This design comes from an exercise in tuning for small area, a short achievable clock period and few clock cycles on the open sky130 flow, not from production work.
RTL that was checked went through simulation tests only; none was proved equivalent to the original.
Only the layout flow was run in run 1; the RTL was not checked for function there.
Power and IR drop assume default switching activity.

==> flow/run.sh <==
#!/bin/bash
# synth_recipe.tcl (not shown) runs the flow's synth.tcl, then flattens the netlist and writes it again
# the make line also repeats each setting of config.mk as NAME=value (left out here)
make -C /OpenROAD-flow-scripts/flow DESIGN_CONFIG=/design/flow/config.mk WORK_HOME=/design/flow/orfs CLKGATE_MAP_FILE= SYNTH_SCRIPT=/design/flow/synth_recipe.tcl finish
==> flow/config.mk <==
export PLATFORM = sky130hd
export DESIGN_NAME = elgamal_byte_verifier_top
export DESIGN_NICKNAME = elgamal_byte_verifier_top
export VERILOG_FILES = /design/flow/design.v
export SDC_FILE = /design/flow/constraint.sdc
export NUM_CORES = 4
export LEC_CHECK = 0
export CAP_MARGIN = 30
export CORE_MARGIN = 2
export CORE_UTILIZATION = 50
export SETUP_SLACK_MARGIN = 3.5
export SLEW_MARGIN = 30
==> flow/constraint.sdc <==
create_clock -name core_clock -period 8.0 [get_ports {clock}]
set_input_delay 1.6000 -clock core_clock [delete_from_list [all_inputs] [get_ports {clock}]]
set_output_delay 1.6000 -clock core_clock [all_outputs]
set_load 0.01 [all_outputs]
==> flow/design.v <==
package ebv_pkg;
   localparam int unsigned ModBits     = 32;
   localparam int unsigned DigestBytes = 32;
   localparam int unsigned CountBits   = 6;
   localparam logic [CountBits-1:0] CountMax = 6'd63;
   localparam logic [ModBits-1:0] ModulusReset   = 32'd30803;
   localparam logic [ModBits-1:0] GeneratorReset = 32'd2;
   localparam logic [ModBits-1:0] PublicReset    = 32'd1;
   localparam logic [1:0] RegModulus   = 2'd0;
   localparam logic [1:0] RegGenerator = 2'd1;
   localparam logic [1:0] RegPublic    = 2'd2;
   localparam int unsigned MulK      = 4;
   localparam int unsigned MulCycles = 9;
   localparam int unsigned MontSteps = MulK * MulCycles;
   localparam logic [ModBits-1:0] R2Reset = 32'd27486;
endpackage
module ebv_modmul (
   input  logic        clock,
   input  logic        run,       
   input  logic [3:0]  a_dig,     
   input  logic [32:0] b,
   input  logic [31:0] modulus,
   input  logic [33:0] tp,        
   input  logic [3:0]  pinv,      
   input  logic [3:0]  ab_low,    
   output logic [32:0] res
);
   localparam int W = 40;
   logic [33:0] ss_ff, sc_ff;
   logic [7:0]  lo_ff;            
   logic        ci;
   logic [W-1:0] r_s, r_c, a0, a1, a2, a3, ql, qh;
   logic [W-1:0] e1s, e1c, e2s, e2c, e3s, e3c, es, ec;
   logic [W-1:0] f1s, f1c, os, oc;
   logic [3:0]  u, v, g, pr, t, q;
   logic [33:0] sum;
   function automatic logic [2*W-1:0] csa(input logic [W-1:0] x, input logic [W-1:0] y,
                                          input logic [W-1:0] z);
      logic [W-1:0] s, c;
      s = x ^ y ^ z;
      c = {((x & y) | (x & z) | (y & z)), 1'b0};
      csa = {s, c};
   endfunction
   always_comb begin
      ci  = |lo_ff;
      r_s = W'(ss_ff);
      r_c = W'(sc_ff);
      a0  = a_dig[0] ? W'(b)      : '0;
      a1  = a_dig[1] ? W'(b) << 1 : '0;
      a2  = a_dig[2] ? W'(b) << 2 : '0;
      a3  = a_dig[3] ? W'(b) << 3 : '0;
      a1[0] = ci;
      u  = ss_ff[3:0] ^ sc_ff[3:0] ^ ab_low;
      v  = {(ss_ff[2:0] & sc_ff[2:0]) | (ss_ff[2:0] & ab_low[2:0]) | (sc_ff[2:0] & ab_low[2:0]), ci};
      g  = u & v;
      pr = u ^ v;
      t  = pr ^ {g[2] | (pr[2] & g[1]) | (pr[2] & pr[1] & g[0]), g[1] | (pr[1] & g[0]), g[0], 1'b0};
      unique case ({pinv[3:1], t})
         7'd0: q = 4'd0;
         7'd1: q = 4'd1;
         7'd2: q = 4'd2;
         7'd3: q = 4'd3;
         7'd4: q = 4'd4;
         7'd5: q = 4'd5;
         7'd6: q = 4'd6;
         7'd7: q = 4'd7;
         7'd8: q = 4'd8;
         7'd9: q = 4'd9;
         7'd10: q = 4'd10;
         7'd11: q = 4'd11;
         7'd12: q = 4'd12;
         7'd13: q = 4'd13;
         7'd14: q = 4'd14;
         7'd15: q = 4'd15;
         7'd16: q = 4'd0;
         7'd17: q = 4'd3;
         7'd18: q = 4'd6;
         7'd19: q = 4'd9;
         7'd20: q = 4'd12;
         7'd21: q = 4'd15;
         7'd22: q = 4'd2;
         7'd23: q = 4'd5;
         7'd24: q = 4'd8;
         7'd25: q = 4'd11;
         7'd26: q = 4'd14;
         7'd27: q = 4'd1;
         7'd28: q = 4'd4;
         7'd29: q = 4'd7;
         7'd30: q = 4'd10;
         7'd31: q = 4'd13;
         7'd32: q = 4'd0;
         7'd33: q = 4'd5;
         7'd34: q = 4'd10;
         7'd35: q = 4'd15;
         7'd36: q = 4'd4;
         7'd37: q = 4'd9;
         7'd38: q = 4'd14;
         7'd39: q = 4'd3;
         7'd40: q = 4'd8;
         7'd41: q = 4'd13;
         7'd42: q = 4'd2;
         7'd43: q = 4'd7;
         7'd44: q = 4'd12;
         7'd45: q = 4'd1;
         7'd46: q = 4'd6;
         7'd47: q = 4'd11;
         7'd48: q = 4'd0;
         7'd49: q = 4'd7;
         7'd50: q = 4'd14;
         7'd51: q = 4'd5;
         7'd52: q = 4'd12;
         7'd53: q = 4'd3;
         7'd54: q = 4'd10;
         7'd55: q = 4'd1;
         7'd56: q = 4'd8;
         7'd57: q = 4'd15;
         7'd58: q = 4'd6;
         7'd59: q = 4'd13;
         7'd60: q = 4'd4;
         7'd61: q = 4'd11;
         7'd62: q = 4'd2;
         7'd63: q = 4'd9;
         7'd64: q = 4'd0;
         7'd65: q = 4'd9;
         7'd66: q = 4'd2;
         7'd67: q = 4'd11;
         7'd68: q = 4'd4;
         7'd69: q = 4'd13;
         7'd70: q = 4'd6;
         7'd71: q = 4'd15;
         7'd72: q = 4'd8;
         7'd73: q = 4'd1;
         7'd74: q = 4'd10;
         7'd75: q = 4'd3;
         7'd76: q = 4'd12;
         7'd77: q = 4'd5;
         7'd78: q = 4'd14;
         7'd79: q = 4'd7;
         7'd80: q = 4'd0;
         7'd81: q = 4'd11;
         7'd82: q = 4'd6;
         7'd83: q = 4'd1;
         7'd84: q = 4'd12;
         7'd85: q = 4'd7;
         7'd86: q = 4'd2;
         7'd87: q = 4'd13;
         7'd88: q = 4'd8;
         7'd89: q = 4'd3;
         7'd90: q = 4'd14;
         7'd91: q = 4'd9;
         7'd92: q = 4'd4;
         7'd93: q = 4'd15;
         7'd94: q = 4'd10;
         7'd95: q = 4'd5;
         7'd96: q = 4'd0;
         7'd97: q = 4'd13;
         7'd98: q = 4'd10;
         7'd99: q = 4'd7;
         7'd100: q = 4'd4;
         7'd101: q = 4'd1;
         7'd102: q = 4'd14;
         7'd103: q = 4'd11;
         7'd104: q = 4'd8;
         7'd105: q = 4'd5;
         7'd106: q = 4'd2;
         7'd107: q = 4'd15;
         7'd108: q = 4'd12;
         7'd109: q = 4'd9;
         7'd110: q = 4'd6;
         7'd111: q = 4'd3;
         7'd112: q = 4'd0;
         7'd113: q = 4'd15;
         7'd114: q = 4'd14;
         7'd115: q = 4'd13;
         7'd116: q = 4'd12;
         7'd117: q = 4'd11;
         7'd118: q = 4'd10;
         7'd119: q = 4'd9;
         7'd120: q = 4'd8;
         7'd121: q = 4'd7;
         7'd122: q = 4'd6;
         7'd123: q = 4'd5;
         7'd124: q = 4'd4;
         7'd125: q = 4'd3;
         7'd126: q = 4'd2;
         7'd127: q = 4'd1;
         default: q = 4'd0;
      endcase
      unique case (q[1:0])
         2'd0:    ql = '0;
         2'd1:    ql = W'(modulus);
         2'd2:    ql = W'(modulus) << 1;
         default: ql = W'(tp);
      endcase
      unique case (q[3:2])
         2'd0:    qh = '0;
         2'd1:    qh = W'(modulus) << 2;
         2'd2:    qh = W'(modulus) << 3;
         default: qh = W'(tp) << 2;
      endcase
      {e1s, e1c} = csa(r_s, r_c, a0);
      {e2s, e2c} = csa(a1, a2, a3);
      {e3s, e3c} = csa(e1s, e1c, e2s);
      {es, ec}   = csa(e3s, e3c, e2c);
      {f1s, f1c} = csa(es, ec, ql);
      {os, oc}   = csa(f1s, f1c, qh);
      sum = ss_ff + sc_ff + {33'd0, ci};
      res = sum[32:0];
   end
   always_ff @(posedge clock) begin
      if (run) begin
         ss_ff <= os[37:4];
         sc_ff <= oc[37:4];
         lo_ff <= {os[3:0], oc[3:0]};
      end else begin
         ss_ff <= '0;
         sc_ff <= '0;
         lo_ff <= '0;
      end
   end
endmodule
module ebv_seq (
   input  logic                              clock,
   input  logic                              reset,
   input  logic [31:0]                       modulus,
   input  logic [31:0]                       generator,
   input  logic [31:0]                       public_value,
   input  logic                              mod_write,
   input  logic                              pub_write,
   input  logic                              req_valid,
   output logic                              req_ready,
   input  logic [72:0]                       req_data,
   output logic                              rsp_valid,
   input  logic                              rsp_ready,
   output logic [2:0]                        rsp_data
);
   localparam int C = ebv_pkg::MulCycles;
   localparam logic [4:0] S_IDLE = 5'd0,  S_R2C  = 5'd1,  S_CHK  = 5'd2,  S_LDR2 = 5'd3,
                          S_CVY  = 5'd4,  S_CVR  = 5'd5,  S_CVG  = 5'd6,  S_GSQ  = 5'd7,
                          S_GMUL = 5'd8,  S_GRED = 5'd9,  S_CVYR = 5'd11,
                          S_YTOP = 5'd12, S_YLD  = 5'd13, S_YSQ  = 5'd14, S_YMUL = 5'd15,
                          S_YRED = 5'd16, S_DONE = 5'd17, S_CMP  = 5'd18, S_CHKS = 5'd19;
   localparam logic [2:0] A_ACC = 3'd0, A_Y = 3'd1, A_R = 3'd2, A_G = 3'd3, A_ONE = 3'd4,
                          A_BG = 3'd5, A_BY = 3'd6, A_TAB = 3'd7;
   logic [4:0]  state_ff, state_in, follow_ff, follow;
   logic [3:0]  cnt_ff, cnt_in;
   logic [32:0] acc_ff, acc_in;
   logic [32:0] by_ff, br_ff, byr_ff, bg_ff;
   logic [31:0] r2_ff;
   logic [33:0] tp_ff;
   logic [3:0]  pinv, a_dig_ff, a_dig_in, ab_low_ff;
   logic        dirty_ff;
   logic        yok_ff;           
   logic [4:0]  ei_ff, ei_in;
   logic [2:0]  hi_ff, hi_in;
   logic [1:0]  tsel_ff;
   logic        hb_ff, hz_ff, nz_ff, rlt_ff, ok_ff;
   logic [ebv_pkg::CountBits-1:0] count_ff;
   logic        run_ff, rv_ff;
   logic [2:0]  out_ff;
   logic [7:0]  h_in;
   logic [31:0] r_in, s_in;
   logic        last_in, rs_bit, accept, s_ok;
   logic        mm, mm_last, all_v, acc_mm;
   logic [2:0]  asel_in, asel_cur;
   logic [3:0]  a_mid, a_first, acc_low_in;
   logic [32:0] tab, mres, a_src;
   logic [35:0] a_ext;
   logic [33:0] red_x;
   logic [34:0] red_d;
   logic [32:0] red;
   logic [ebv_pkg::CountBits-1:0] count_inc;
   assign h_in    = req_data[72:65];
   assign r_in    = req_data[64:33];
   assign s_in    = req_data[32:1];
   assign last_in = req_data[0];
   assign s_ok = red_d[34] && !(&red_d);
   assign rs_bit   = r_in[ei_ff] | s_in[ei_ff];
   assign mm = (state_ff == S_CVY) || (state_ff == S_CVR) || (state_ff == S_CVG) ||
               (state_ff == S_GSQ) || (state_ff == S_GMUL) || (state_ff == S_CVYR) ||
               (state_ff == S_YSQ) || (state_ff == S_YMUL);
   assign acc_mm = (state_ff == S_CVG) || (state_ff == S_GSQ) || (state_ff == S_GMUL) ||
                   (state_ff == S_YSQ) || (state_ff == S_YMUL);
   assign mm_last = (cnt_ff == 4'(C));
   always_comb begin
      unique case ((state_ff == S_GRED) ? 2'b01 : tsel_ff)
         2'b10:   tab = by_ff;
         2'b01:   tab = br_ff;
         default: tab = byr_ff;
      endcase
   end
   ebv_modmul u_mul (
      .clock   (clock),
      .run     (mm && !mm_last),
      .a_dig   (a_dig_ff),
      .b       (acc_ff),
      .modulus (modulus),
      .tp      (tp_ff),
      .pinv    (pinv),
      .ab_low  (ab_low_ff),
      .res     (mres)
   );
   always_comb begin
      unique case (modulus[3:1])
         3'd0: pinv = 4'd15;
         3'd1: pinv = 4'd5;
         3'd2: pinv = 4'd3;
         3'd3: pinv = 4'd9;
         3'd4: pinv = 4'd7;
         3'd5: pinv = 4'd13;
         3'd6: pinv = 4'd11;
         default: pinv = 4'd1;
      endcase
   end
   assign red_x = (state_ff == S_R2C) ? {acc_ff, 1'b0} : {1'b0, acc_ff};
   assign red_d = {1'b0, red_x} - {3'b000, modulus};
   assign red   = red_d[34] ? red_x[32:0] : red_d[32:0];
   assign count_inc = (count_ff < ebv_pkg::CountMax) ? count_ff + 1'b1 : count_ff;
   assign all_v     = run_ff && ok_ff;
   assign req_ready = (state_ff == S_DONE) && !rv_ff;
   assign accept    = req_valid && req_ready;
   assign rsp_valid = rv_ff;
   assign rsp_data  = out_ff;
   always_comb begin
      unique case (state_ff)
         S_CVY:   follow = S_CVR;
         S_CVR:   follow = S_CVG;
         S_CVG:   follow = (hz_ff || hi_ff == 3'd0) ? S_GRED : S_GSQ;
         S_GSQ:   follow = hb_ff ? S_GMUL : ((hi_ff == 3'd0) ? S_GRED : S_GSQ);
         S_GMUL:  follow = (hi_ff == 3'd0) ? S_GRED : S_GSQ;
         S_CVYR:  follow = S_YTOP;
         S_YSQ:   follow = (tsel_ff != 2'b00) ? S_YMUL : ((ei_ff == 5'd0) ? S_YRED : S_YSQ);
         S_YMUL:  follow = (ei_ff == 5'd0) ? S_YRED : S_YSQ;
         default: follow = S_IDLE;
      endcase
   end
   always_comb begin
      state_in = state_ff;
      cnt_in   = (mm && !mm_last) ? cnt_ff + 4'd1 : 4'd0;
      acc_in   = acc_ff;
      ei_in    = ei_ff;
      hi_in    = hi_ff;
      if ((state_ff == S_CHK) || (state_ff == S_CHKS) || (state_ff == S_LDR2) ||
          (state_ff == S_CVY) || (state_ff == S_CVR)) begin
         if (!h_in[hi_ff] && hi_ff != 3'd0) hi_in = hi_ff - 3'd1;
      end
      if ((state_ff == S_CHK) || (state_ff == S_CHKS) || (state_ff == S_LDR2) ||
          (state_ff == S_CVY) || (state_ff == S_CVR) || (state_ff == S_CVG) ||
          (state_ff == S_GRED) || (state_ff == S_CVYR) || (state_ff == S_YTOP)) begin
         if (!rs_bit && ei_ff != 5'd0) ei_in = ei_ff - 5'd1;
      end
      if (mm && mm_last) begin
         state_in = follow_ff;
         if (acc_mm) acc_in = mres;
         if (follow_ff == S_GSQ) hi_in = hi_ff - 3'd1;
         if (follow_ff == S_YSQ) ei_in = ei_ff - 5'd1;
      end
      unique case (state_ff)
         S_IDLE: begin
            if (dirty_ff) begin
               {hi_in, ei_in} = 8'd0;
               acc_in   = 33'd1;
               state_in = S_R2C;
            end else begin
               ei_in = 5'd31;
               hi_in = 3'd7;
               if (req_valid) begin
                  acc_in   = {1'b0, r_in};
                  state_in = S_CHK;
               end
            end
         end
         S_R2C: begin
            acc_in = red;
            {hi_in, ei_in} = {hi_ff, ei_ff} + 8'd1;
            if ({hi_ff, ei_ff} == 8'(2 * ebv_pkg::MontSteps - 1)) state_in = S_IDLE;
            if (mod_write) state_in = S_IDLE;
         end
         S_CHK: begin
            acc_in   = {1'b0, s_in};
            state_in = S_CHKS;
         end
         S_CHKS: state_in = (nz_ff && rlt_ff && s_ok) ? S_LDR2 : S_DONE;
         S_LDR2: begin
            acc_in   = {1'b0, r2_ff};
            state_in = yok_ff ? S_CVR : S_CVY;
         end
         S_GRED: begin
            acc_in   = tab;
            state_in = S_CVYR;
         end
         S_YTOP: if (tsel_ff != 2'b00) state_in = S_YLD;
         S_YLD: begin
            acc_in = tab;
            if (ei_ff == 5'd0) state_in = S_YRED;
            else begin
               ei_in    = ei_ff - 5'd1;
               state_in = S_YSQ;
            end
         end
         S_YRED: begin
            acc_in   = red;
            state_in = S_CMP;
         end
         S_CMP: state_in = S_DONE;
         S_DONE: if (accept) state_in = S_IDLE;
         default: ;
      endcase
   end
   always_comb begin
      acc_low_in = acc_ff[3:0];
      if (mm && mm_last && acc_mm) acc_low_in = mres[3:0];
      unique case (state_ff)
         S_LDR2:         acc_low_in = r2_ff[3:0];
         S_GRED, S_YLD:  acc_low_in = tab[3:0];
         default: ;
      endcase
   end
   function automatic logic [2:0] asel_of(input logic [4:0] st, input logic hz);
      unique case (st)
         S_CVY:   asel_of = A_Y;
         S_CVR:   asel_of = A_R;
         S_CVG:   asel_of = hz ? A_ONE : A_G;
         S_GMUL:  asel_of = A_BG;
         S_CVYR:  asel_of = A_BY;
         S_YMUL:  asel_of = A_TAB;
         default: asel_of = A_ACC;
      endcase
   endfunction
   always_comb begin
      asel_cur = asel_of(state_ff, hz_ff);
      unique case (state_ff)
         S_LDR2:  asel_in = yok_ff ? A_R : A_Y;
         S_GRED:  asel_in = A_BY;
         default: asel_in = (mm && mm_last) ? asel_of(follow_ff, hz_ff) : A_ACC;
      endcase
      unique case (asel_cur)
         A_Y:     a_src = {1'b0, public_value};
         A_R:     a_src = {1'b0, r_in};
         A_G:     a_src = {1'b0, generator};
         A_ONE:   a_src = 33'd1;
         A_BG:    a_src = bg_ff;
         A_BY:    a_src = by_ff;
         A_TAB:   a_src = tab;
         default: a_src = acc_ff;
      endcase
      a_ext   = 36'(a_src) >> 4;
      a_mid   = a_ext[4*cnt_ff +: 4];
      unique case (asel_in)
         A_Y:     a_first = public_value[3:0];
         A_R:     a_first = r_in[3:0];
         A_G:     a_first = generator[3:0];
         A_ONE:   a_first = 4'd1;
         A_BG:    a_first = bg_ff[3:0];
         A_BY:    a_first = by_ff[3:0];
         A_TAB:   a_first = tab[3:0];
         default: a_first = acc_low_in;
      endcase
      a_dig_in = (mm && !mm_last) ? a_mid : a_first;
   end
   always_ff @(posedge clock) begin
      if (reset) begin
         state_ff <= S_IDLE;
         dirty_ff <= 1'b0;
         yok_ff   <= 1'b0;
         r2_ff    <= ebv_pkg::R2Reset;
         count_ff <= '0;
         run_ff   <= 1'b1;
         rv_ff    <= 1'b0;
      end else begin
         state_ff <= state_in;
         if (mod_write || pub_write) yok_ff <= 1'b0;
         else if (mm && mm_last && state_ff == S_CVY) yok_ff <= 1'b1;
         if (mod_write) dirty_ff <= 1'b1;
         else if (state_ff == S_R2C && state_in == S_IDLE) dirty_ff <= 1'b0;
         if (state_ff == S_R2C && {hi_ff, ei_ff} == 8'(2 * ebv_pkg::MontSteps - 1))
            r2_ff <= red[31:0];
         if (rv_ff && rsp_ready) rv_ff <= 1'b0;
         if (accept) begin
            rv_ff <= 1'b1;
            if (last_in) begin
               count_ff <= '0;
               run_ff   <= 1'b1;
            end else begin
               count_ff <= count_inc;
               run_ff   <= all_v;
            end
         end
      end
      cnt_ff    <= cnt_in;
      follow_ff <= follow;
      acc_ff    <= acc_in;
      a_dig_ff  <= a_dig_in;
      ab_low_ff <= a_dig_in * acc_low_in;
      ei_ff     <= ei_in;
      hi_ff     <= hi_in;
      tsel_ff   <= {r_in[ei_ff], s_in[ei_ff]};
      hb_ff     <= h_in[hi_ff];
      hz_ff     <= (hi_ff == 3'd0) && !h_in[0];
      tp_ff     <= {2'b00, modulus} + {1'b0, modulus, 1'b0};
      nz_ff     <= (modulus >= 32'd3) && (r_in != 32'd0) && (s_in != 32'd0);
      rlt_ff    <= red_d[34];
      if (mm && mm_last && state_ff == S_CVR) br_ff <= mres;
      if (mm && mm_last && state_ff == S_CVY) by_ff <= mres;
      if (mm && mm_last && state_ff == S_CVYR) byr_ff <= mres;
      if (mm && mm_last && state_ff == S_CVG) bg_ff <= mres;
      else if (state_ff == S_GRED) bg_ff <= red;
      if (state_ff == S_CHKS) ok_ff <= 1'b0;
      if (state_ff == S_CMP) ok_ff <= (acc_ff == bg_ff);
      if (accept) begin
         out_ff[2] <= ok_ff;
         out_ff[0] <= last_in;
         out_ff[1] <= last_in ? (all_v && (count_inc == ebv_pkg::CountBits'(ebv_pkg::DigestBytes)))
                              : all_v;
      end
   end
endmodule
module elgamal_byte_verifier_top (
   input  logic                              clock,
   input  logic                              reset,
   input  logic                              req_valid,
   output logic                              req_ready,
   input  logic [72:0]                       req_data,
   output logic                              rsp_valid,
   input  logic                              rsp_ready,
   output logic [2:0]                        rsp_data,
   input  logic                              psel,
   input  logic                              penable,
   input  logic                              pwrite,
   input  logic [3:0]                        paddr,
   input  logic [31:0]                       pwdata,
   output logic [31:0]                       prdata,
   output logic                              pready
);
   logic [ebv_pkg::ModBits-1:0] mod_ff, gen_ff, pub_ff;
   logic                        wr_en;
   assign pready = 1'b1;
   assign wr_en  = psel && penable && pwrite && (paddr[1:0] == 2'b00);
   always_ff @(posedge clock) begin
      if (reset) begin
         mod_ff <= ebv_pkg::ModulusReset;
         gen_ff <= ebv_pkg::GeneratorReset;
         pub_ff <= ebv_pkg::PublicReset;
      end else if (wr_en) begin
         if (paddr[3:2] == ebv_pkg::RegModulus)   mod_ff <= pwdata;
         if (paddr[3:2] == ebv_pkg::RegGenerator) gen_ff <= pwdata;
         if (paddr[3:2] == ebv_pkg::RegPublic)    pub_ff <= pwdata;
      end
   end
   always_comb begin
      unique case (paddr[3:2])
         ebv_pkg::RegModulus:   prdata = mod_ff;
         ebv_pkg::RegGenerator: prdata = gen_ff;
         ebv_pkg::RegPublic:    prdata = pub_ff;
         default:               prdata = '0;
      endcase
   end
   ebv_seq u_seq (
      .clock        (clock),
      .reset        (reset),
      .modulus      (mod_ff),
      .generator    (gen_ff),
      .public_value (pub_ff),
      .mod_write    (wr_en && !reset && (paddr[3:2] == ebv_pkg::RegModulus)),
      .pub_write    (wr_en && !reset && (paddr[3:2] == ebv_pkg::RegPublic)),
      .req_valid    (req_valid),
      .req_ready    (req_ready),
      .req_data     (req_data),
      .rsp_valid    (rsp_valid),
      .rsp_ready    (rsp_ready),
      .rsp_data     (rsp_data)
   );
endmodule
==> impl_results.md, run 1 <==
- Outcome: complete, no violations
- FF-to-FF Start: u_seq.state_ff[2]
- Congestion Overflow GR: 0
- Top_reg_cell synth: dfxtp_1
- Post-CTS Hold Fix Bufs: 0
- WL/cell: 29.53 um
- Largest family of logic cells by synthesized area: compound AO/OA/AOI/OAI gates
- Max incr delay on CP: 520 ps
- Register area share after synthesis: 29.84%
- Hold Startpoint: u_seq.r2_ff[30]
- DIE WIDTH: 267.7 um
- Final net count: 4725
- Synth Area in XOR/XNOR: 3.326%
- IO Port Bufs: 152
- Period utilization: roughly 61%
- Share of synthesized flip-flops with an asynchronous set or reset: 0%
- Post-detail-place hpwl: 111.7 mm
- Num CTS Buffers: 54
- Synth Area in Adders: 17.51%
- First-pass GRT wire length: approximately 220 mm
- Io pins: 154
- CTS max path bufs: 3
- Kind of critical path: flip-flop to flip-flop
- Clk_skew: 61.04 ps
- Setup tns final: 0 ps
- Die area: 71640 sq um
- Yosys warnings: 3
- RSZ-0062 raised after global routing: yes
- Crit path buf inv count: 4
- Worst min path class: flip-flop to flip-flop
- FILL cells: 6193
- Total track usage: 42.33%
- Synth area leader: dfxtp_1
- Clock latency (worst-skew pair): 660 ps
- Crit-path cells: nor4_4, buf_4, buf_6, and2_4, mux2i_4, inv_2, ha_4, nor2b_1, o31a_1, a21o_1, or4_4, nor4_4, nand4bb_1, nor4b_2, or4b_4, nor4_4, buf_4, o21bai_1, a211oi_2
- Final Power: 0.01678 W
- DRC: 0
- Synth top cells by count: nand2_1 (587), a21oi_1 (370), dfxtp_1 (314)
- Pre-antenna DRT Iters: 7
- DR iter-0 viols: 5037
- Critical path peak fanout: 6
- EDFF count, synth: 136
- Multiplexer share of the synthesized area: about 5%
- Least-Margin Pin Slew: between 1000 and 1500 ps
- Tmin final: 4891 ps
- CP startpoint: u_seq.state_ff[2]
- CP endpoint kind: flip-flop
- Area of the core: slightly below 70000 sq um
- Leak Pwr: 16.15 nW
- Post-synth top area share: 18.09%
- Final ANT Viol Nets: 0
- Vias in the first global route: 31180
- Layout Area Growth over Synthesis: 19.32%
- Clk sinks: 450
- Synth Area per Inst: 8.461 sq um
- Final Setup Violations: 0
- Starting Density: between 50% and 60%
- Max VDD drop: 670.4 uV
- Synthesized net count: 4588
- Top cells by area, synth: dfxtp_1 (18%), fa_1 (12%), edfxtp_1 (12%)
- Simple-Gate Fraction of Synth Area: a little under a fifth
- Slew headroom: 22.53%
- Root Driver: clkbuf_16
- Fmax: 204.5 MHz
- Via count: 33450
- Synthesized area: around 35000 sq um
- FF+latch count, synth: 450
- Row count: 96
- Die Y-Extent: 267.7 um
- Synth Instances: 4108
- Most numerous cell in the Yosys netlist: nand2_1
- Clock transition at path regs: 60 ps
- Final Wtd Congestion: 1.076
- Synth Area in Compound Gates: 19.16%
- Routed wire length: 154.3 mm
- Via density: 6.403
- Critical-path top delay cell: or4b_4
- Top delay family on crit path: simple AND/OR/NAND/NOR gates
- Htree depth: 2
- Crit path top cell by count: nor4_4
- Proportion of layout cells with a drive suffix above 1: 13.87%
- Power Dens Cells: 404.7 nW/um^2
- Netlist cell types: 92
- Startpoint Class: flip-flop
- Max Cap Viol: 0
- Largest net degree at the start of global routing: 143
- Required time of the critical path: 8580 ps
- Critical Path AT: 5470 ps
- Initial antenna violation count: 11
- CTS tree: built
- Final number of hold-violating endpoints: 0
- Fin. max-slew vios: 0
[final timing paths]
path / endpoint / cells after the start / slack [ps]
worst max-delay path: u_seq.state_ff[4] / 19 / 3110
worst min-delay path: u_seq.r2_ff[30] / 2 / 460
worst max register to register: u_seq.state_ff[4] / 19 / 3110
worst min register to register: u_seq.r2_ff[30] / 2 / 460
[registers in the layout (all words and copies together) (netlist names), 2 cells and up]
name / cells
gen_ff: 32
mod_ff: 32
pub_ff: 32
u_seq.a_dig_ff: 4
u_seq.ab_low_ff: 4
u_seq.acc_ff: 33
u_seq.bg_ff: 33
u_seq.br_ff: 33
u_seq.by_ff: 33
u_seq.byr_ff: 33
u_seq.cnt_ff: 4
u_seq.count_ff: 6
u_seq.ei_ff: 5
u_seq.follow_ff: 5
u_seq.hi_ff: 3
u_seq.out_ff: 3
u_seq.r2_ff: 32
u_seq.state_ff: 5
u_seq.tp_ff: 34
u_seq.tsel_ff: 2
u_seq.u_mul.lo_ff: 6
u_seq.u_mul.sc_ff: 34
u_seq.u_mul.ss_ff: 33
[final cells by class]
class | instances | area [sq um] | share of cell area (%)
sequential | 450 | 10390 | 25.05
timing repair buffer | 338 | 3303 | 7.965
antenna | 3 | 7.507 | 0.01810
inverter | 306 | 1159 | 2.794
tap | 931 | 1165 | 2.809
clock inverter | 41 | 382.9 | 0.9232
multi-input combinational | 3095 | 23670 | 57.08
clock buffer | 60 | 1395 | 3.364
[repair_timing]
item,CTS,global route
gates cloned,6,3
pin swaps,22,44
gates resized for setup,305,185
setup buffers,51,33
endpoints found under the hold margin,0,0
endpoints found under the setup margin,206,192
[layout by cell type (no fill, tap or decap), drive strengths merged, types with 31 or more instances in the layout]
master,count
a211oi,42
a21o,40
a21oi,370
a221oi,50
a22oi,62
a31oi,34
and2,205
buf,205
clkbuf,63
clkdlybuf4s50,116
clkinv,31
dfxtp,314
edfxtp,136
fa,204
ha,160
inv,308
mux2i,106
nand2,587
nand3,54
nand4,35
nor2,306
nor3,52
nor4,31
o21ai,224
xnor2,90
xor2,42
[metrics by stage]
step	setup slack [ps]	util [%]	hold WS, ps	cell area [sq um]	cells
after detailed placement	1773	54.37	447.7	37360	5027
after global placement	1876	54.30	439.2	37310	5023
final	3109	60.36	458.2	41470	5224
after global routing	3016	60.35	468.0	41460	5221
after CTS	3229	58.68	456.0	40320	5185
after floorplan	3497	-	432.9	34880	4108
[worst register-to-register path: cells and delay by family (launching register included)]
kind / cells / cell delay (ps)
flip-flops: 1 / 360
buffers and inverters: 4 / 550
multiplexers: 1 / 290
AND/OR/NAND/NOR: 9 / 2650
AO/OA/AOI/OAI: 4 / 750
adder cells (fa/ha/maj): 1 / 210
[kinds of logic (layout without fill, tap and decap cells)]
kind of cell / Yosys count / count (layout)
buffers and inverters: 564 / 745
AO/OA/AOI/OAI: 1046 / 1046
adder cells (fa/ha/maj): 364 / 364
flip-flops: 450 / 450
AND/OR/NAND/NOR: 1408 / 1409
other: 1 / 4
multiplexers: 143 / 143
XOR/XNOR: 132 / 132
[layer usage]
| layer | vias up | wire length, um | global-route usage (%) |
|---|---|---|---|
| met5 | - | 68 | 0 |
| met3 | 493 | 18300 | 10.96 |
| met4 | 10 | 11910 | 25.96 |
| li1 | 14570 | - | - |
| met2 | 2145 | 64210 | 61.48 |
| met1 | 16230 | 59790 | 56.32 |
[power by group]
group | internal, W | switching, W | total, W
clock network | 0.00143 | 0.00112 | 0.00255
logic | 0.00434 | 0.00672 | 0.0111
registers | 0.00264 | 0.000537 | 0.00318
==> inputs of run 2 (changes only) <==
--- a/flow/design.v
+++ b/flow/design.v
@@ -228,3 +228,2 @@
    input  logic                              mod_write,
-   input  logic                              pub_write,
    input  logic                              req_valid,
@@ -252,3 +251,2 @@
    logic        dirty_ff;
-   logic        yok_ff;           
    logic [4:0]  ei_ff, ei_in;
@@ -385,3 +383,3 @@
             acc_in   = {1'b0, r2_ff};
-            state_in = yok_ff ? S_CVR : S_CVY;
+            state_in = S_CVY;
          end
@@ -432,3 +430,3 @@
       unique case (state_ff)
-         S_LDR2:  asel_in = yok_ff ? A_R : A_Y;
+         S_LDR2:  asel_in = A_Y;
          S_GRED:  asel_in = A_BY;
@@ -464,3 +462,2 @@
          dirty_ff <= 1'b0;
-         yok_ff   <= 1'b0;
          r2_ff    <= ebv_pkg::R2Reset;
@@ -471,4 +468,2 @@
          state_ff <= state_in;
-         if (mod_write || pub_write) yok_ff <= 1'b0;
-         else if (mm && mm_last && state_ff == S_CVY) yok_ff <= 1'b1;
          if (mod_write) dirty_ff <= 1'b1;
@@ -564,3 +559,2 @@
       .mod_write    (wr_en && !reset && (paddr[3:2] == ebv_pkg::RegModulus)),
-      .pub_write    (wr_en && !reset && (paddr[3:2] == ebv_pkg::RegPublic)),
       .req_valid    (req_valid),
--- a/flow/config.mk
+++ b/flow/config.mk
@@ -9,3 +9,3 @@
 export CORE_MARGIN = 2
-export CORE_UTILIZATION = 50
+export CORE_UTILIZATION = 40
 export SETUP_SLACK_MARGIN = 3.5
==> impl_results.md, run 2 <==
- DIE WIDTH: 298.6 um
- DR iter-0 viols: 3990
- Critical Path AT: 5670 ps
- Die Y-Extent: 298.6 um
- Clk_skew: 36.79 ps
- Io pins: 154
- Row count: around 110
- Top cells by area, synth: dfxtp_1 (18%), fa_1 (12%), edfxtp_1 (12%)
- FILL cells: between 7000 and 8000
- Proportion of layout cells with a drive suffix above 1: 16.50%
- Period utilization: 64.01%
- Least-Margin Pin Slew: 1121 ps
- Clock latency (worst-skew pair): 660 ps
- Critical-path top delay cell: or3b_4
- Worst R2R End: u_seq.state_ff[4]
- Area after DPL: about 37000 sq um
- WL/cell: 27.56 um
- CP startpoint: u_seq.state_ff[0]
- Share of synthesized flip-flops with an asynchronous set or reset: 0%
- Congestion Overflow GR: 0
- Outcome: complete, no violations
- Power Dens Cells: 446.8 nW/um^2
- Slew headroom: 24.75%
- Pint: 0.009970 W
- Reg power frac: between 10% and 20%
- Final net count: 4742
- Crit path buf inv count: 10
- Most frequent cells in the layout: nand2_1 (524), a21oi_1 (321), inv_1 (310)
- Critical path peak fanout: 4
- Max VDD drop: between 300 and 400 uV
- Required time of the critical path: 8550 ps
- Via count: 33420
- Max Cap Viol: 0
- Synthesized net count: 4562
- Worst min path class: flip-flop to flip-flop
- Net Sw Power: 0.009353 W
- Final Setup Violations: 0
- EDFF count, synth: between 100 and 150
- Netlist cell types: 90
- Synth top cells by count: nand2_1 (536), a21oi_1 (346), nor2_1 (327)
- Startpoint Class: flip-flop
- Pre-antenna DRT Iters: 9
- Num CTS Buffers: 53
- Leak Pwr: 16.71 nW
- CTS tree: built
- Post-detail-place hpwl: between 100 and 150 mm
- Root Driver: clkbuf_16
- FF-to-FF Start: u_seq.state_ff[0]
- WHS Path Cells: 2
- Commonest non-fill, non-tap cell in the layout: nand2_1
- First-pass GRT wire length: 215.6 mm
- Final ANT Viol Nets: 0
- Area of the core: 86350 sq um
- Worst R2R Setup Slack: ~2900 ps
- Final number of hold-violating endpoints: 0
- Largest net degree at the start of global routing: 70
- Max incr delay on CP: 410 ps
- Final instance area: between 40000 and 50000 sq um
- Routed wire length: 150.6 mm
- Kind of critical path: flip-flop to flip-flop
- Die area: 89160 sq um
- Top delay family on crit path: compound AO/OA/AOI/OAI gates
- Crit-path cells: or3b_4, buf_4, buf_6, buf_4, nor2_4, buf_12, buf_8, buf_6, mux2i_1, inv_1, ha_4, and3_4, buf_4, nand4_1, o21bai_4, a211oi_2, buf_4, buf_4, o2111ai_4, a31oi_4, o211ai_1, a2111oi_4, nand4_1, a311oi_2
- Post-synth top area share: 18.05%
- Clk sinks: 449
- Hold path endpoint: u_seq.r2_ff[28]
- Post-CTS Hold Fix Bufs: 0
- CTS max path bufs: 3
- Htree depth: 2
- Total track usage: 32.55%
- Sw Share: 48.40%
- Tmin final: 5121 ps
- Synth Instances: 4083
- Fin. max-slew vios: 0
- DRC: 0
- IO Port Bufs: 152
- Initial antenna violation count: 5
- Yosys warnings: 3
- Top_reg_cell synth: dfxtp_1
- Top flop regs: u_seq.tp_ff: 34 flops, u_seq.u_mul.sc_ff: 34 flops
- FF+latch count, synth: 449
- Crit path top cell by count: buf_4
- Reg2Reg Depth: 24
- Via density: 6.118
- Post-Place Worst Slack: 1476 ps
- Setup tns final: 0 ps
- Final Wtd Congestion: 1.018
- Starting Density: 40.20%
- Fmax: ~200 MHz
- Final worst setup slack: 2879 ps
- Synth Area per Inst: 8.503 sq um
- Final Power: 0.01932 W
- Part of the power in combinational logic: 69.3%
- CP endpoint kind: flip-flop
- Vias in the first global route: 31880
- Layout Area Growth over Synthesis: 24.58%
- Antenna diodes: 0
- Synth area leader: dfxtp_1
- Most numerous cell in the Yosys netlist: nand2_1
- Synthesized area: 34720 sq um
- Hold Startpoint: u_seq.r2_ff[28]
- RSZ-0062 raised after global routing: yes
- Register area share after synthesis: 29.81%
- Proportion of power drawn by the clock network: approximately 14%
- Clock transition at path regs: 70 ps
-- run 2: area by class of cell --
cell class	count	area, sq um	share of cell area (%)
Inverter	325	1230	2.844
Timing Repair Buffer	382	3844	8.888
Clock buffer	61	1386	3.206
Multi-Input combinational cell	3052	24370	56.36
Tap cell	1155	1445	3.342
Clock inverter	39	590.6	1.366
Sequential cell	449	10380	24.00
-- run 2: worst max-delay path by stage --
stage                    endpoint  slack, ps  cells past startpoint
2_1_floorplan  u_seq.ab_low_ff[3]       3390                     24
3_3_place_gp   u_seq.ab_low_ff[3]       1700                     23
3_5_place_dp   u_seq.ab_low_ff[3]       1480                     23
4_1_cts        u_seq.ab_low_ff[3]       3060                     19
5_1_grt         u_seq.state_ff[4]       2800                     23
6_report        u_seq.state_ff[4]       2880                     24
-- run 2: worst register-to-register path, cell delays in order (launching register included) --
cell and delay, ps:
dfxtp_4 400, or3b_4 420, buf_4 150, buf_6 110, buf_4 130, nor2_4 90
buf_12 130, buf_8 110, buf_6 110, mux2i_1 230, inv_1 130, ha_4 290
and3_4 200, buf_4 120, nand4_1 130, o21bai_4 210, a211oi_2 190, buf_4 170
buf_4 120, o2111ai_4 190, a31oi_4 220, o211ai_1 210, a2111oi_4 380, nand4_1 280
a311oi_2 320
-- run 2: kinds of logic after synthesis --
| kind of cell | share of synthesized area, % |
|---|---|
| buf+inv | 6.419 |
| simple gates | 18.37 |
| flops | 29.81 |
| fa+ha+maj | 17.49 |
| mux | 5.017 |
| other cells | 0.01080 |
| compound gates | 19.78 |
| xor+xnor | 3.096 |
-- run 2: through the flow --
step / hold slack [ps] / util [%] / cells
after floorplan: 436.0 / - / 4083
after global placement: 450.3 / 43.40 / 5217
after detailed placement: 456.3 / 43.42 / 5217
after CTS: 468.2 / 47.80 / 5403
after global routing: 490.5 / 50.09 / 5463
final: 474.1 / 50.09 / 5463
-- run 2: per-layer routing --
metal	global-route usage [%]	share of wire, %
met3	8.208	11
met5	1.111	0.12
met2	48.37	42
met1	43.75	40
met4	16.56	6.2
-- run 2: power groups by stage --
stage | clock network (W) | logic [W] | registers, W
3_5_place_dp | 0 | 0.00950 | 0.00315
5_1_grt | 0.00289 | 0.0144 | 0.00315
6_report | 0.00278 | 0.0134 | 0.00315
4_1_cts | 0.00280 | 0.0112 | 0.00310
2_1_floorplan | 0 | 0.00705 | 0.00276
3_3_place_gp | 0 | 0.00946 | 0.00315
-- run 2: timing repair --
action | in CTS | in global routing
endpoints found under the setup margin | 210 | 192
gates resized for setup | 247 | 303
gates cloned | 9 | 4
setup buffers | 77 | 56
pin swaps | 33 | 143
Testbench counts of run 2, summed over its fixed seeds: cycles 344,056.

[port drivers added, routing unchanged]
The results above use ideal ports. As a check the final layouts listed here were re-extracted and re-timed, cells and wires unchanged.
Step 1, drivers: a clkbuf_16 drives clock and a buf_2 each remaining input, both assumed.
Step 2 also shifts input and output timing later by t, the mid clock arrival at the registers, as if the neighbouring blocks saw the same clock.
Three values: ideal ports, drivers, drivers and shift; two values: the first two.
run | t, ns | setup WS [ns] | worst setup path at the end | cell pins on the clock port's net
run 1 | 0.709 | 3.109 / 3.109 / 2.681 | input to register | 1
run 2 | 0.716 | 2.879 / 2.879 / 2.637 | input to register | 1
After both steps setup and hold are still met in every run listed. For run 1, which loses most, drivers alone change the setup slack by 0.000 ns; drivers and shift together by -0.428 ns.
